What follows belongs to an exercise in optimizing a design on an open flow for small area and a short achievable clock period; a production flow would make more cautious choices. Only simulation tests tie the RTL to the original design; equivalence was not proved. In every run shown here, the design's own scripts or RTL, not TritonCTS, make the clock network. No driver is modelled on the clock port, so clock power and skew are understated where the tree is cut down; a real chip needs a root buffer or a tree. Power and IR drop assume default switching activity.

==> design/flow/design.v <==
package fifo_pkg;
  localparam int STATUS_CNT_W = 32;
  typedef struct packed {
    logic [STATUS_CNT_W-1:0] count;
    logic                    almostFull;
    logic                    almostEmpty;
    logic                    overflow;
  } fifo_status_t;
  function automatic integer count_width(input integer depth);
    count_width = $clog2(depth + 1);
  endfunction
endpackage
module fifo_ram #(
  parameter int DEPTH = 127,
  parameter int WIDTH = 32,
  parameter int NPART = 4,
  localparam int AW   = (DEPTH > 1) ? $clog2(DEPTH) : 1,
  localparam int PW   = $clog2(NPART),
  localparam int LW   = AW - PW
) (
  input  logic                   clk,
  input  logic                   we,
  input  logic [AW-1:0]          waddr,
  input  logic [WIDTH-1:0]       wdata,
  input  logic [NPART*LW-1:0]    raddr_lo,      
  output logic [NPART*WIDTH-1:0] rparts
);
  logic [WIDTH-1:0] mem [DEPTH];
  always_ff @(posedge clk) begin
    if (we) mem[waddr] <= wdata;
  end
  for (genvar k = 0; k < NPART; k++) begin : g_part
    assign rparts[k*WIDTH +: WIDTH] = mem[{PW'(k), raddr_lo[k*LW +: LW]}];
  end
endmodule
module stream_fifo #(
  parameter int DEPTH         = 128,
  parameter int WIDTH         = 32,
  parameter int OUT_REG       = 0,
  parameter int AFULL_THRESH  = DEPTH - 4,
  parameter int AEMPTY_THRESH = 4,
  localparam int CW           = fifo_pkg::count_width(DEPTH),
  localparam int RD           = DEPTH - 1,           
  localparam int AW           = (RD > 1) ? $clog2(RD) : 1,
  localparam int NPART        = 8,
  localparam int PW           = $clog2(NPART),
  localparam int LW           = AW - PW
) (
  input  logic             clk,
  input  logic             rst,
  input  logic             IN_flush,
  input  logic [WIDTH-1:0] IN_data,
  input  logic             IN_valid,
  output logic             OUT_ready,
  input  logic             IN_ready,
  output logic             OUT_valid,
  output logic [WIDTH-1:0] OUT_data,
  output logic [CW-1:0]    OUT_count,
  output logic             OUT_almostFull,
  output logic             OUT_almostEmpty,
  output logic             OUT_overflow
);
  logic [CW-1:0]    cnt_q, cnt_o;
  logic             vld_q, vld_o, rdy_q, full_q, af_q, aen_q, ovf_q;
  logic             push, pop, inc, dec;
  assign push = IN_valid && rdy_q && !IN_flush;
  assign pop  = vld_q && IN_ready && !IN_flush;
  assign inc  = push && !pop;
  assign dec  = pop && !push;
  always_ff @(posedge clk or posedge rst) begin
    if (rst) begin
      cnt_q  <= '0;
      vld_q  <= 1'b0;
      rdy_q  <= 1'b1;
      full_q <= 1'b0;
      af_q   <= 1'b0;
      aen_q  <= 1'b0;
      ovf_q  <= 1'b0;
    end else begin
      ovf_q <= !IN_flush && (ovf_q || (IN_valid && !rdy_q));
      if (IN_flush) begin
        cnt_q  <= '0;
        vld_q  <= 1'b0;
        rdy_q  <= 1'b1;
        full_q <= 1'b0;
        af_q   <= 1'b0;
        aen_q  <= 1'b0;
      end else if (inc) begin
        cnt_q  <= cnt_q + CW'(1);
        vld_q  <= 1'b1;
        rdy_q  <= (cnt_q != CW'(DEPTH - 1));
        full_q <= (cnt_q == CW'(DEPTH - 1));
        af_q   <= (cnt_q >= CW'(AFULL_THRESH - 1));
        aen_q  <= (cnt_q > CW'(AEMPTY_THRESH - 1));
      end else if (dec) begin
        cnt_q  <= cnt_q - CW'(1);
        vld_q  <= (cnt_q != CW'(1));
        rdy_q  <= 1'b1;
        full_q <= 1'b0;
        af_q   <= (cnt_q >= CW'(AFULL_THRESH + 1));
        aen_q  <= (cnt_q > CW'(AEMPTY_THRESH + 1));
      end
    end
  end
  always_ff @(posedge clk or posedge rst) begin
    if (rst) begin
      cnt_o <= '0;
      vld_o <= 1'b0;
    end else if (IN_flush) begin
      cnt_o <= '0;
      vld_o <= 1'b0;
    end else if (inc) begin
      cnt_o <= cnt_o + CW'(1);
      vld_o <= 1'b1;
    end else if (dec) begin
      cnt_o <= cnt_o - CW'(1);
      vld_o <= (cnt_o != CW'(1));
    end
  end
  logic             ov0, ov1, ov2, oe0, s2v, rcnz_q, qf_q;
  logic [AW-1:0]    rc_q, wp_q, rp_q, rc_inc, rc_dec, wp_inc, rp_inc;
  logic [PW-1:0]    s2_sel;
  logic             arr, room, launch, direct, to_ram, rp_wrap;
  logic [1:0]       held;         
  logic [2:0]       nq_new;
  assign arr    = s2v;
  assign room   = pop || !qf_q;
  assign direct = push && !rcnz_q && room;
  assign to_ram = push && (rcnz_q || !room);
  assign launch = rcnz_q && room && !IN_flush;
  assign held   = {1'b0, ov0} + {1'b0, ov1} + {1'b0, ov2} + {1'b0, arr};
  assign nq_new = {1'b0, held} - {2'b0, pop} + {2'b0, direct};
  assign rc_inc  = rc_q + AW'(1);
  assign rc_dec  = rc_q - AW'(1);
  assign rp_wrap = (rp_q == AW'(RD - 1));
  assign wp_inc  = (wp_q == AW'(RD - 1)) ? '0 : wp_q + AW'(1);
  assign rp_inc  = rp_wrap ? '0 : rp_q + AW'(1);
  always_ff @(posedge clk or posedge rst) begin
    if (rst) begin
      ov0    <= 1'b0;
      ov1    <= 1'b0;
      ov2    <= 1'b0;
      oe0    <= 1'b1;
      s2v    <= 1'b0;
      qf_q   <= 1'b0;
      rcnz_q <= 1'b0;
      rc_q   <= '0;
      wp_q   <= '0;
      rp_q   <= '0;
    end else if (IN_flush) begin
      ov0    <= 1'b0;
      ov1    <= 1'b0;
      ov2    <= 1'b0;
      oe0    <= 1'b1;
      s2v    <= 1'b0;
      qf_q   <= 1'b0;
      rcnz_q <= 1'b0;
      rc_q   <= '0;
      wp_q   <= '0;
      rp_q   <= '0;
    end else begin
      ov0    <= (nq_new >= 3'd1);
      ov1    <= (nq_new >= 3'd2);
      ov2    <= (nq_new >= 3'd3);
      oe0    <= (nq_new == 3'd0);
      s2v    <= launch;
      qf_q   <= (nq_new >= 3'd3) || ((nq_new >= 3'd2) && launch);
      if (to_ram && !launch) begin
        rc_q   <= rc_inc;
        rcnz_q <= 1'b1;
      end else if (launch && !to_ram) begin
        rc_q   <= rc_dec;
        rcnz_q <= (rc_q != AW'(1));
      end
      if (to_ram) wp_q <= wp_inc;
      if (launch) rp_q <= rp_inc;
    end
  end
  logic [NPART*WIDTH-1:0] parts, part_q;
  logic [WIDTH-1:0]       s2_word;
  fifo_ram #(.DEPTH(RD), .WIDTH(WIDTH), .NPART(NPART)) u_ram (
    .clk      (clk),
    .we       (rdy_q),
    .waddr    (wp_q),
    .wdata    (IN_data),
    .raddr_lo (rpl_q),
    .rparts   (parts)
  );
  logic [NPART*LW-1:0] rpl_q;
  for (genvar k = 0; k < NPART; k++) begin : g_rpl
    always_ff @(posedge clk or posedge rst) begin
      if (rst)                rpl_q[k*LW +: LW] <= '0;
      else if (IN_flush)      rpl_q[k*LW +: LW] <= '0;
      else if (launch) begin
        if (rp_wrap)          rpl_q[k*LW +: LW] <= '0;
        else                  rpl_q[k*LW +: LW] <= rpl_q[k*LW +: LW] + LW'(1);
      end
    end
  end
  always_ff @(posedge clk) begin
    part_q <= parts;
    s2_sel <= rp_q[AW-1:LW];
  end
  assign s2_word = part_q[s2_sel*WIDTH +: WIDTH];
  logic [WIDTH-1:0] oq0, oq1, oq2;
  logic [WIDTH-1:0] tail0, tail1;    
  logic             shift, h_hold, h_shift, h_tail;
  assign tail0 = arr ? s2_word : IN_data;
  assign tail1 = IN_data;
  assign shift = ov0 && IN_ready;
  assign h_hold  = ov0 && !IN_ready;
  assign h_shift = ov0 && IN_ready && ov1;
  assign h_tail  = oe0 || (IN_ready && !ov1);
  always_ff @(posedge clk) begin
    oq0 <= (oq0 & {WIDTH{h_hold}}) | (oq1 & {WIDTH{h_shift}}) | (tail0 & {WIDTH{h_tail}});
  end
  logic [1:0] nqs;
  assign nqs = {1'b0, ov0} + {1'b0, ov1} + {1'b0, ov2} - {1'b0, shift};
  always_ff @(posedge clk) begin
    if (shift && ov2)                          oq1 <= oq2;
    else if (!(ov1 && !shift))
      oq1 <= (nqs == 2'd1) ? tail0 : tail1;
    if (!(ov2 && !shift))
      oq2 <= (nqs == 2'd2) ? tail0 : tail1;
  end
  assign OUT_ready       = !full_q;
  assign OUT_valid       = vld_o;
  assign OUT_data        = oq0;
  assign OUT_count       = cnt_o;
  assign OUT_almostFull  = af_q;
  assign OUT_almostEmpty = !aen_q;
  assign OUT_overflow    = ovf_q;
endmodule
==> design/flow/flow/run.sh <==
#!/bin/bash
# Standard layout, except that the clock tree is built by flow/mycts.tcl
# (a balanced three-level buffer tree) instead of ORFS's CTS step.
set -euo pipefail
here=$(pwd)
export FLOW_FLOW_DIR=$here/flow
bash standard.sh synth floorplan place > $here/flow_place.log 2>&1
# the make command line standard.sh uses, with its target replaced
makeargs=$(sed -n 's/^make \(.*\) "\${@:-finish}"$/\1/p' standard.sh)
eval make $makeargs run RUN_SCRIPT=$here/flow/mycts.tcl RUN_LOG_NAME_STEM=4_1_cts_custom > $here/flow_cts.log 2>&1
bash standard.sh finish > $here/flow_finish.log 2>&1
==> design/flow/flow/clocktree.tcl <==
# Builds a balanced three-level clock tree by recursive bisection of the
# placed clock sinks: the clock port drives NROOT root buffers, each root
# drives mid buffers, each mid drives leaf buffers, each leaf a cluster of
# flip-flops. Cell positions are the centroids of what they drive; the
# caller legalizes the placement afterwards.
proc ct_bisect {items depth} {
  # items: list of {x y payload}; returns 2^depth groups
  if {$depth == 0} { return [list $items] }
  set xs [lmap i $items {lindex $i 0}]
  set ys [lmap i $items {lindex $i 1}]
  set dx [expr {[tcl::mathfunc::max {*}$xs] - [tcl::mathfunc::min {*}$xs]}]
  set dy [expr {[tcl::mathfunc::max {*}$ys] - [tcl::mathfunc::min {*}$ys]}]
  set k [expr {$dx >= $dy ? 0 : 1}]
  set s [lsort -real -index $k $items]
  set h [expr {[llength $s] / 2}]
  return [concat [ct_bisect [lrange $s 0 [expr {$h - 1}]] [expr {$depth - 1}]] \
                 [ct_bisect [lrange $s $h end] [expr {$depth - 1}]]]
}

proc ct_centroid {items} {
  set sx 0.0; set sy 0.0
  foreach i $items { set sx [expr {$sx + [lindex $i 0]}]; set sy [expr {$sy + [lindex $i 1]}] }
  set n [llength $items]
  return [list [expr {int($sx / $n)}] [expr {int($sy / $n)}]]
}

proc ct_make_buf {block master name x y} {
  set inst [odb::dbInst_create $block $master $name]
  # center the cell on (x, y)
  set w [$master getWidth]; set h [$master getHeight]
  $inst setLocation [expr {$x - $w / 2}] [expr {$y - $h / 2}]
  $inst setPlacementStatus PLACED
  return $inst
}

proc ct_build {clk_port_net buf_name leaf_name leaf_depth mid_depth root_depth} {
  set block [ord::get_db_block]
  set db [ord::get_db]
  set master [$db findMaster $buf_name]
  set lmaster [$db findMaster $leaf_name]
  set net [$block findNet $clk_port_net]
  # sinks: every instance pin on the clock net
  set sinks {}
  foreach it [$net getITerms] {
    set inst [$it getInst]
    set b [$inst getBBox]
    lappend sinks [list [expr {([$b xMin] + [$b xMax]) / 2}] [expr {([$b yMin] + [$b yMax]) / 2}] $it]
  }
  puts "clocktree: [llength $sinks] sinks"
  set total [expr {$leaf_depth + $mid_depth + $root_depth}]
  # level groups of sinks, from root down
  set roots [ct_bisect $sinks $root_depth]
  set ri 0; set mi 0; set li 0
  foreach rg $roots {
    set rxy [ct_centroid $rg]
    set rbuf [ct_make_buf $block $master "ctroot_$ri" {*}$rxy]
    set rnet [odb::dbNet_create $block "ctnet_root_$ri"]
    $rnet setSigType CLOCK
    [$rbuf findITerm A] connect $net
    [$rbuf findITerm X] connect $rnet
    foreach mg [ct_bisect $rg $mid_depth] {
      set mxy [ct_centroid $mg]
      set mbuf [ct_make_buf $block $master "ctmid_$mi" {*}$mxy]
      set mnet [odb::dbNet_create $block "ctnet_mid_$mi"]
      $mnet setSigType CLOCK
      [$mbuf findITerm A] connect $rnet
      [$mbuf findITerm X] connect $mnet
      foreach lg [ct_bisect $mg $leaf_depth] {
        set lxy [ct_centroid $lg]
        set lbuf [ct_make_buf $block $lmaster "ctleaf_$li" {*}$lxy]
        set lnet [odb::dbNet_create $block "ctnet_leaf_$li"]
        $lnet setSigType CLOCK
        [$lbuf findITerm A] connect $mnet
        [$lbuf findITerm X] connect $lnet
        foreach s $lg {
          set it [lindex $s 2]
          $it disconnect
          $it connect $lnet
        }
        incr li
      }
      incr mi
    }
    incr ri
  }
  puts "clocktree: $ri roots, $mi mids, $li leaves"
}
==> design/flow/flow/mycts.tcl <==
# Clock tree step in place of ORFS's CTS: a balanced buffer tree built by
# clocktree.tcl, then the same legalization and timing repair as ORFS's
# cts.tcl. Writes 4_1_cts.odb and 4_cts.sdc for the rest of the flow.
utl::set_metrics_stage "cts__{}"
source $::env(SCRIPTS_DIR)/load.tcl
erase_non_stage_variables cts
load_design 3_place.odb 3_place.sdc

source $::env(FLOW_FLOW_DIR)/clocktree.tcl
ct_build clk sky130_fd_sc_hd__clkbuf_16 sky130_fd_sc_hd__clkbuf_16 3 3 2

set_propagated_clock [all_clocks]
set_dont_use $::env(DONT_USE_CELLS)

set_placement_padding -global \
  -left $::env(CELL_PAD_IN_SITES_DETAIL_PLACEMENT) \
  -right $::env(CELL_PAD_IN_SITES_DETAIL_PLACEMENT)
detailed_placement
estimate_parasitics -placement
report_clock_latency
report_check_types -max_slew -max_capacitance -violators

repair_timing_helper
detailed_placement
check_placement -verbose
estimate_parasitics -placement
report_clock_latency
report_worst_slack -max
report_worst_slack -min

orfs_write_db $::env(RESULTS_DIR)/4_1_cts.odb
orfs_write_sdc $::env(RESULTS_DIR)/4_cts.sdc
==> design/flow/standard.sh <==
#!/bin/bash
# synth_recipe.tcl (not shown) runs the flow's synth.tcl, then flattens the netlist and writes it again
# the make line also repeats each setting of config.mk as NAME=value (left out here)
make -C /OpenROAD-flow-scripts/flow DESIGN_CONFIG=/design/flow/config.mk WORK_HOME=/design/flow/orfs CLKGATE_MAP_FILE= SYNTH_SCRIPT=/design/flow/synth_recipe.tcl "${@:-finish}"
==> design/flow/config.mk <==
export PLATFORM = sky130hd
export DESIGN_NAME = stream_fifo
export DESIGN_NICKNAME = stream_fifo
export VERILOG_FILES = /design/flow/design.v
export SDC_FILE = /design/flow/constraint.sdc
export NUM_CORES = 4
export LEC_CHECK = 0
export CAP_MARGIN = 20
export CORE_MARGIN = 2
export CORE_UTILIZATION = 45
export SETUP_SLACK_MARGIN = 4.2
export SLEW_MARGIN = 20
==> design/flow/constraint.sdc <==
create_clock -name core_clock -period 7.0 [get_ports {clk}]
set_input_delay 1.4000 -clock core_clock [delete_from_list [all_inputs] [get_ports {clk}]]
set_output_delay 1.4000 -clock core_clock [all_outputs]
set_load 0.01 [all_outputs]
==> impl_metrics.ini, run 1 <==
[status]
status = complete, no violations

[route]
antenna_left = 0
drc = 0
drt_first_iter_violations = 10500
viasPerCell = 6.19
dr.pass1.iters = 8
drt-wirelength-per-cell_um = 35.0
vias = 78900
drt-total-wl_um = 445000

[floorplanning]
die_x_um = 617
core-area_um2 = 375000
io_pins = 82
dieArea_um2 = 381000
initial_core_util = 0.451
num_rows = 225
die_h_um = 617

[global_routing]
grt_start_max_net_pins = 93
grt_pass1_vias = 77800
grt_usage = 0.230
grt.overflow.total = 0
antenna_found_initial = 64
grt_pass1_wl_um = 618000

[place]
dpl-instance-area_um2 = 177000
preCtsSetupSlack_ns = 2.54
dpl.hpwl_um = 246000
io_buffers = 81
gp_congestion = 0.873
numPlacedInstances = 12300

[yosys]
yosysSeqAreaShare = 0.779
ys_ff_latch = 4502
synth.net_count = 7490
syn-cell-area_um2 = 169000
yosysTopAreaCell = edfxtp_1
synth_ff_type = edfxtp_1
yosys-top-cells-count = 4128 x edfxtp_1, 1184 x mux4_2, 291 x dfxtp_1, 219 x nor2_1, 212 x o21ai_0
ys_async_sr_fraction = 0.0184
synth.most_common_cell = edfxtp_1
ys.warnings.count = 2
ys_types = 73
synth_area_leaders = edfxtp_1 73%, mux4_2 16%, dfxtp_1 3.4%, dfrtp_1 1.2%, mux2i_1 1.1%
synthCells = 7426
synth_top_area_share = 0.733
synth_area_per_cell_um2 = 22.8
synth_edf_count = 4128

[power]
vdd_drop_max_uv = 155
p_leak_nw = 55.4
power_mw = 50.5
p_per_area_nw_per_um2 = 271

[timing]
finalClockSkew_ns = 0.0467
tns_ns = 0
setup_viol = 0
slew_headroom = 0.285
slew_violations = 0
clock.fmax_mhz = 355
fin_crit_sh = 0.403
rsz0062_at_grt = true
worst_slack_ns = 4.18
hold_viol = 0
period_minus_slack_ns = 2.82
worstMarginPinSlew_ns = 1.07
whs_ns = 0.450

[flow_run]
max_cap_violations = 0

[critical_path]
start_kind = input pin
worstSetupPathType = in2reg
cp.arrival_ns = 3.22
crit_fanout = 16
required_ns = 7.40
cp-end-kind = register

[hold_path]
min_path_type = reg2reg

[final_layout]
drive_gt1_frac = 0.283
final_cell_area_um2 = 187000
fin_nets = 7780
area_delta_synth_final_pct = 10.3
n_fill_cell = 29400
fin_cells = 12700
final_core_util = 0.497

[clock_tree]
clock_latency_ns = 0.68
path_clk_slew_ns = 0.08
## worst max-delay path, cell delays in order
cell	delay, ns
buf_2	0.31
nand2_4	0.12
inv_1	0.09
ha_1	0.15
xor2_1	0.37
nor3b_2	0.12
buf_4	0.17
nand2b_2	0.30
o21ai_0	0.17
## cells by family (layout without fill, tap and decap cells)
logic type,count (synthesis),after routing,share of synthesized area
and+or+nand+nor,479,486,0.0125
AOI/OAI and AO/OA,541,541,0.0201
adders and majority gates,27,27,0.00209
DFF,4502,4502,0.779
other,0,35,0
muxes,1412,1412,0.171
buffers and inverters,441,722,0.0132
xor gates and xnor gates,24,24,0.00129
## report_power, final
part / internal, mW / switching (mW)
Clock: 7.40 / 8.15
Combinational: 1.87 / 2.47
Sequential: 29.9 / 0.742
## path summary, 6_finish.rpt
| path | start | to | slack, ns | cells past startpoint |
|---|---|---|---|---|
| worst min-delay path | rp_q[6] | s2_sel[2] | 0.45 | 0 |
| worst max-delay path | IN_ready | oq1[7] | 4.18 | 9 |
| max in group asynchronous | rst | rpl_q[12] | 4.51 | 3 |
| worst min register to register | rp_q[6] | s2_sel[2] | 0.45 | 0 |
| min in group asynchronous | rst | cnt_q[3] | 1.35 | 2 |
| worst max register to register | wp_q[3] | u_ram.mem[95][3] | 4.24 | 3 |
## flip-flops by register name, summed over array words and instances, names as in the netlist, 3 cells and up
signal	flops
cnt_o	8
wp_q	7
rpl_q	32
oq2	32
oq1	32
rc_q	7
oq0	32
part_q	256
cnt_q	8
s2_sel	3
rp_q	7
u_ram.mem	4064
## layout make-up
type	instances	area, um2	share of cell area
buffer	292	7310	0.0392
sequential	4502	132000	0.708
timing repair buffer	400	4280	0.0229
tap	4994	6250	0.0335
multi-input combinational	2490	36400	0.195
inverter	30	119	0.000637
antenna	35	87.6	0.000469
## layout by cell type, fill, tap and decap left out, types with 27 or more instances in the layout
| cell type | synthesis | layout |
|---|---|---|
| a21oi_1 | 116 | 114 |
| a221oi_1 | 33 | 33 |
| buf_2 | 89 | 28 |
| dfxtp_1 | 291 | 256 |
| nor2b_1 | 39 | 34 |
| nor2_1 | 219 | 85 |
| buf_4 | 3 | 200 |
| clkbuf_16 | 0 | 294 |
| diode_2 | 0 | 35 |
| dfxtp_4 | 0 | 34 |
| buf_12 | 0 | 37 |
| dfrtp_1 | 81 | 36 |
| nand2_1 | 132 | 113 |
| edfxtp_1 | 4128 | 4128 |
| mux4_2 | 1184 | 1184 |
| mux2i_1 | 193 | 191 |
| nor2_4 | 0 | 133 |
| dfrtp_2 | 0 | 27 |
| a211oi_1 | 33 | 33 |
| a222oi_1 | 32 | 32 |
| inv_1 | 30 | 27 |
| o21ai_0 | 212 | 212 |
| buf_6 | 61 | 74 |
| mux2_2 | 35 | 35 |
| a22oi_1 | 67 | 67 |
## metal layers
metal / vias to the layer above / GRT usage / share of wire
li1: 31600 / - / -
met1: 43100 / 0.336 / 0.41
met2: 3577 / 0.351 / 0.46
met4: 30 / 0.0828 / 0.043
met3: 602 / 0.0394 / 0.087
met5: - / 0 / 0.00045
==> run 2: changes to the inputs <==
--- a/design/flow/design.v
+++ b/design/flow/design.v
@@ -180,7 +180,7 @@
   logic [WIDTH-1:0]       s2_word;
   fifo_ram #(.DEPTH(RD), .WIDTH(WIDTH), .NPART(NPART)) u_ram (
     .clk      (clk),
-    .we       (rdy_q),
+    .we       (!full_q),
     .waddr    (wp_q),
     .wdata    (IN_data),
     .raddr_lo (rpl_q),
==> impl_metrics.ini, run 2 <==
[status]
status = complete, no violations

[floorplanning]
io_pins = 82
core-area_um2 = 375000
die_x_um = 617
die_h_um = 617
dieArea_um2 = 381000
num_rows = 225
initial_core_util = 0.451

[timing]
tns_ns = 0
worstMarginPinSlew_ns = 1.14
slew_headroom = 0.240
finalClockSkew_ns = 0.0404
rsz0062_at_grt = true
slew_violations = 0
period_minus_slack_ns = 2.97
setup_viol = 0
clock.fmax_mhz = 337
fin_crit_sh = 0.424
hold_viol = 0

[place]
io_buffers = 81
dpl-instance-area_um2 = 178000
dpl.hpwl_um = 240000
gp_congestion = 0.899

[yosys]
ys_types = 64
yosys-top-cells-count = 4128 x edfxtp_1, 1120 x mux4_2, 291 x dfxtp_1, 257 x mux2i_1, 215 x clkbuf_1
ys_async_sr_fraction = 0.0184
ys.warnings.count = 2
synth_top_area_share = 0.733
yosysTopAreaCell = edfxtp_1
synth_edf_count = 4128
syn-cell-area_um2 = 169000
synth_ff_type = edfxtp_1
yosysSeqAreaShare = 0.779
synth_area_per_cell_um2 = 22.5
synth.net_count = 7587
ys_ff_latch = 4502
synth.most_common_cell = edfxtp_1
synthCells = 7523
synth_area_leaders = edfxtp_1 73%, mux4_2 15%, dfxtp_1 3.4%, mux2i_1 1.5%, dfrtp_1 1.2%

[critical_path]
r2r_cells = 4
required_ns = 5.60
crit_fanout = 2
cp-startpoint = full_q
start_kind = register
r2r_end = u_ram.mem[112][18]
regToRegSetupSlack_ns = 4.12
cp-end-kind = output port
r2r_start = wp_q[3]
worstSetupPathType = reg2out
cp.arrival_ns = 1.57
worstSetupEndpoint = OUT_ready

[route]
drc = 0
viasPerCell = 6.23
vias = 79800
drt-total-wl_um = 449000
drt_first_iter_violations = 10800
drt-wirelength-per-cell_um = 35.0
dr.pass1.iters = 5
antenna_left = 0

[final_layout]
mostFrequentLayoutCells = 4128 x edfxtp_1, 1120 x mux4_2, 293 x clkbuf_16, 276 x dfxtp_1, 253 x mux2i_1
final_cell_area_um2 = 186000
fin_nets = 7860
largest_reg_flops = 4064
largestRegisters = u_ram.mem x4064, part_q x256
regMostFlops = u_ram.mem
area_delta_synth_final_pct = 10.2
drive_gt1_frac = 0.282
final_common_cell = edfxtp_1

[flow_run]
max_cap_violations = 0

[global_routing]
grt_start_max_net_pins = 111
antenna_found_initial = 43
grt.overflow.total = 0
grt_pass1_vias = 78200
grt_pass1_wl_um = 619000
grt_usage = 0.231

[hold_path]
min_path_type = reg2reg

[power]
p_leak_nw = 55.3
vdd_drop_max_uv = 220
p_per_area_nw_per_um2 = 275

[clock_tree]
clock_latency_ns = 0.68
path_clk_slew_ns = 0.08
## run 2: cell types whose count changed after synthesis, sizes merged, moves of 9 or more
| cell | before | now |
|---|---|---|
| a21oi | 116 | 131 |
| buf | 216 | 198 |
| o22ai | 1 | 69 |
| mux4 | 1184 | 1120 |
| mux2i | 193 | 257 |
| nor2 | 219 | 181 |
| a222oi | 32 | 0 |
| o21ai | 218 | 158 |
| a31oi | 5 | 14 |
| clkbuf | 195 | 217 |
| mux2 | 35 | 130 |
| nand2b | 4 | 16 |
| a221oi | 33 | 66 |
## run 2: logic make-up (layout without fill, tap and decap cells)
group | count (synthesis) | after routing | share of synthesized area
AOI/OAI and AO/OA | 569 | 570 | 0.0211
xor gates and xnor gates | 25 | 25 | 0.00129
adders and majority gates | 27 | 27 | 0.00209
buffers and inverters | 441 | 711 | 0.0111
DFF | 4502 | 4502 | 0.779
muxes | 1507 | 1507 | 0.173
other | 0 | 21 | 0
and+or+nand+nor | 452 | 452 | 0.0120
## run 2: metrics by stage
step | setup slack [ns] | power, mW | hold WS [ns] | utilization | cells
floorplan | 3.69 | 33.8 | 0.405 | - | 7523
global placement | 2.69 | 36.0 | 0.435 | 0.473 | 12400
detailed placement | 2.79 | 36.0 | 0.426 | 0.473 | 12400
global route | 4.02 | 52.9 | 0.468 | 0.497 | 12800
finish | 4.03 | 51.3 | 0.447 | 0.497 | 12800
## run 2: cell type report
class | count | area (um2)
fill | 29600 | 189000
sequential | 4502 | 132000
multi-input combinational | 2581 | 36900
buffer | 292 | 7310
tap | 4994 | 6250
timing repair buffer | 393 | 3780
inverter | 26 | 111
antenna | 21 | 52.6
## run 2: worst min path at each step
| stage | cells past startpoint | startpoint | end | slack, ns |
|---|---|---|---|---|
| 2_1_floorplan | 0 | rp_q[5] | s2_sel[1] | 0.40 |
| 3_3_place_gp | 0 | rp_q[6] | s2_sel[2] | 0.43 |
| 3_5_place_dp | 0 | rp_q[6] | s2_sel[2] | 0.43 |
| 5_1_grt | 0 | rp_q[6] | s2_sel[2] | 0.47 |
| 6_report | 0 | rp_q[6] | s2_sel[2] | 0.45 |
## run 2: worst max-delay path, cell delays in order, from the launching register on
cell and delay, ns:
dfrtp_2 0.38, buf_6 0.10, clkinvlp_4 0.21, buf_6 0.20
## run 2: layer usage
| metal | GRT usage | vias up | share of wire |
|---|---|---|---|
| met2 | 0.352 | 3499 | 0.46 |
| li1 | - | 31900 | - |
| met5 | 0 | - | 0.000069 |
| met4 | 0.0750 | 6 | 0.039 |
| met1 | 0.344 | 43900 | 0.42 |
| met3 | 0.0342 | 537 | 0.084 |
## run 2: power by group
| part | total, mW | internal [mW] | switching, mW | leakage (nW) |
|---|---|---|---|---|
| sequential | 30.7 | 30.0 | 0.741 | 40.7 |
| combinational | 5.05 | 2.20 | 2.85 | 11.0 |
| clock | 15.6 | 7.41 | 8.16 | 3.60 |
==> run 3: changes to the inputs <==
--- a/design/flow/design.v
+++ b/design/flow/design.v
@@ -42,7 +42,7 @@
   localparam int CW           = fifo_pkg::count_width(DEPTH),
   localparam int RD           = DEPTH - 1,           
   localparam int AW           = (RD > 1) ? $clog2(RD) : 1,
-  localparam int NPART        = 8,
+  localparam int NPART        = 4,
   localparam int PW           = $clog2(NPART),
   localparam int LW           = AW - PW
 ) (
==> impl_metrics.ini, run 3 <==
[status]
status = complete, no violations

[power]
switchingPower_mw = 12.0
power_mw = 50.6
p_sw_frac = 0.236
p_leak_nw = 54.1
pwr-share-seq = 0.596
vdd_drop_max_uv = 266
intPower_mw = 38.6
pwr-share-clk = 0.304
p_per_area_nw_per_um2 = 275
power_frac_comb = 0.100

[place]
io_buffers = 81
dpl.hpwl_um = 261000
gp_congestion = 0.845

[yosys]
ys_async_sr_fraction = 0.0163
synth_top_area_share = 0.744
synth_edf_count = 4128
synth_area_leaders = edfxtp_1 74%, mux4_2 7.8%, mux2i_1 5.8%, a22oi_1 2.4%, dfxtp_1 1.9%
synth.most_common_cell = edfxtp_1
ys_ff_latch = 4361
yosysSeqAreaShare = 0.775
yosys-top-cells-count = 4128 x edfxtp_1, 960 x mux2i_1, 576 x mux4_2, 537 x a22oi_1, 271 x a21oi_1
ys.warnings.count = 2
yosysTopAreaCell = edfxtp_1
synth.net_count = 8648
synthCells = 8588
ys_types = 69
synth_ff_type = edfxtp_1
syn-cell-area_um2 = 167000
synth_area_per_cell_um2 = 19.4

[timing]
whs_ns = 0.453
setup_viol = 0
period_minus_slack_ns = 2.94
slew_headroom = 0.166
hold_viol = 0
tns_ns = 0
slew_violations = 0
rsz0062_at_grt = true
finalClockSkew_ns = 0.0374
clock.fmax_mhz = 340
worstMarginPinSlew_ns = 1.25
fin_crit_sh = 0.420

[final_layout]
area_delta_synth_final_pct = 10.6
largest_reg_flops = 4064
regMostFlops = u_ram.mem
largestRegisters = u_ram.mem x4064, part_q x128
final_common_cell = edfxtp_1
drive_gt1_frac = 0.180
final_core_util = 0.500
fin_nets = 8897
mostFrequentLayoutCells = 4128 x edfxtp_1, 960 x mux2i_1, 576 x mux4_2, 537 x a22oi_1, 293 x clkbuf_16

[floorplanning]
core-area_um2 = 369000
io_pins = 82
num_rows = 223
dieArea_um2 = 375000
die_x_um = 612
initial_core_util = 0.452
die_h_um = 612

[flow_run]
max_cap_violations = 0

[route]
drt_first_iter_violations = 11500
antenna_left = 0
drt-total-wl_um = 459000
viasPerCell = 6.13
drc = 0
dr.pass1.iters = 5
vias = 84600
drt-wirelength-per-cell_um = 33.3

[critical_path]
worstSetupPathType = reg2out
start_kind = register
crit_fanout = 2
cp.arrival_ns = 1.54
required_ns = 5.60
cp-end-kind = output port

[global_routing]
grt.overflow.total = 0
grt_pass1_wl_um = 637000
antenna_found_initial = 34
grt_usage = 0.239
grt_start_max_net_pins = 104
grt_pass1_vias = 81500

[clock_tree]
path_clk_slew_ns = 0.08
clock_latency_ns = 0.68

[hold_path]
min_path_type = reg2reg
run 3: cell types whose count changed after synthesis, moves of 128 or more:
cell / delta
mux2i_1: +703
dfxtp_1: -129
a21oi_1: +140
nand3_1: +226
nand4_1: +128
a22oi_1: +469
o21ai_1: +141
mux2_2: -130
nor2b_1: +138
mux4_2: -544
run 3: power groups by stage:
stage,clock network [mW],logic (mW),registers [mW]
detailed placement,0,4.74,30.7
floorplan,0,3.10,30.0
global placement,0,4.68,30.7
finish,15.4,5.05,30.1
global route,16.5,5.40,30.1
run 3: kinds of logic after synthesis:
family | count (synthesis) | share of synthesized area
adder cells (fa/ha/maj) | 23 | 0.00182
buffers and inverters | 522 | 0.0136
flip-flops | 4361 | 0.775
XOR/XNOR | 26 | 0.00141
multiplexers | 1538 | 0.136
AO/OA/AOI/OAI | 1042 | 0.0405
AND/OR/NAND/NOR | 1076 | 0.0324
run 3: path summary, 6_finish.rpt:
path	end	startpoint	cells past startpoint	slack [ns]
setup reg to reg	part_q[102]	rpl_q[15]	4	4.17
max in group asynchronous	rpl_q[5]	rst	3	4.59
setup / recovery	OUT_ready	full_q	3	4.06
min in group asynchronous	aen_q	rst	2	1.15
hold / removal	s2_sel[1]	rp_q[6]	0	0.45
hold reg to reg	s2_sel[1]	rp_q[6]	0	0.45
run 3: critical path, stage by stage (launching register included):
cell and delay (ns):
dfrtp_2 0.41, buf_6 0.11, clkinvlp_4 0.17, buf_6 0.18
run 3: layer usage:
layer / vias to the layer above / track usage / wire length (um)
met3: 545 / 0.0258 / 34000
met1: 45300 / 0.342 / 187000
met2: 3568 / 0.387 / 219000
li1: 35200 / - / -
met5: - / 0 / 99
met4: 14 / 0.0786 / 18800
run 3: per-stage QoR:
| step | area (um2) | instances | setup slack (ns) |
|---|---|---|---|
| 2_1_floorplan | 167000 | 8588 | 3.80 |
| 3_3_place_gp | 175000 | 13400 | 2.22 |
| 3_5_place_dp | 175000 | 13400 | 2.25 |
| 5_1_grt | 184000 | 13800 | 4.01 |
| 6_report | 184000 | 13800 | 4.06 |
run 3: final cells by class:
cell class / count / area (um2)
timing repair buffer: 440 / 4650
fill: 29400 / 184000
tap: 4950 / 6190
buffer: 292 / 7310
sequential: 4361 / 129000
multi-input combinational: 3713 / 36800
inverter: 29 / 119
antenna: 20 / 50.0

-- afterwards: timing with drivers on the ports --
The results above use ideal ports. As a check the final layouts listed here were re-extracted and re-timed, cells and wires unchanged.
Step 1 assumes that a clkbuf_16 drives the clock port and a buf_2 every other input.
Step 2 times the ports against the registers' clock, not the clock port: input delays grow and output delays shrink by t, the midpoint of the rising clock arrivals with the driver on.
a / b / c = ideal ports / drivers / drivers and shift; a / b = the first two.
run	t, ns	slack for setup (ns)	worst setup path at the end
run 1	0.882	4.180 / 4.006 / 3.335	input to register
run 2	0.883	4.031 / 3.804 / 3.440	input to register
run 3	0.883	4.059 / 3.833 / 3.449	input to register
After both steps setup and hold are still met in every run listed. The setup slack of run 1, which loses most, moves by -0.174 ns with the drivers and by -0.845 ns with both steps.
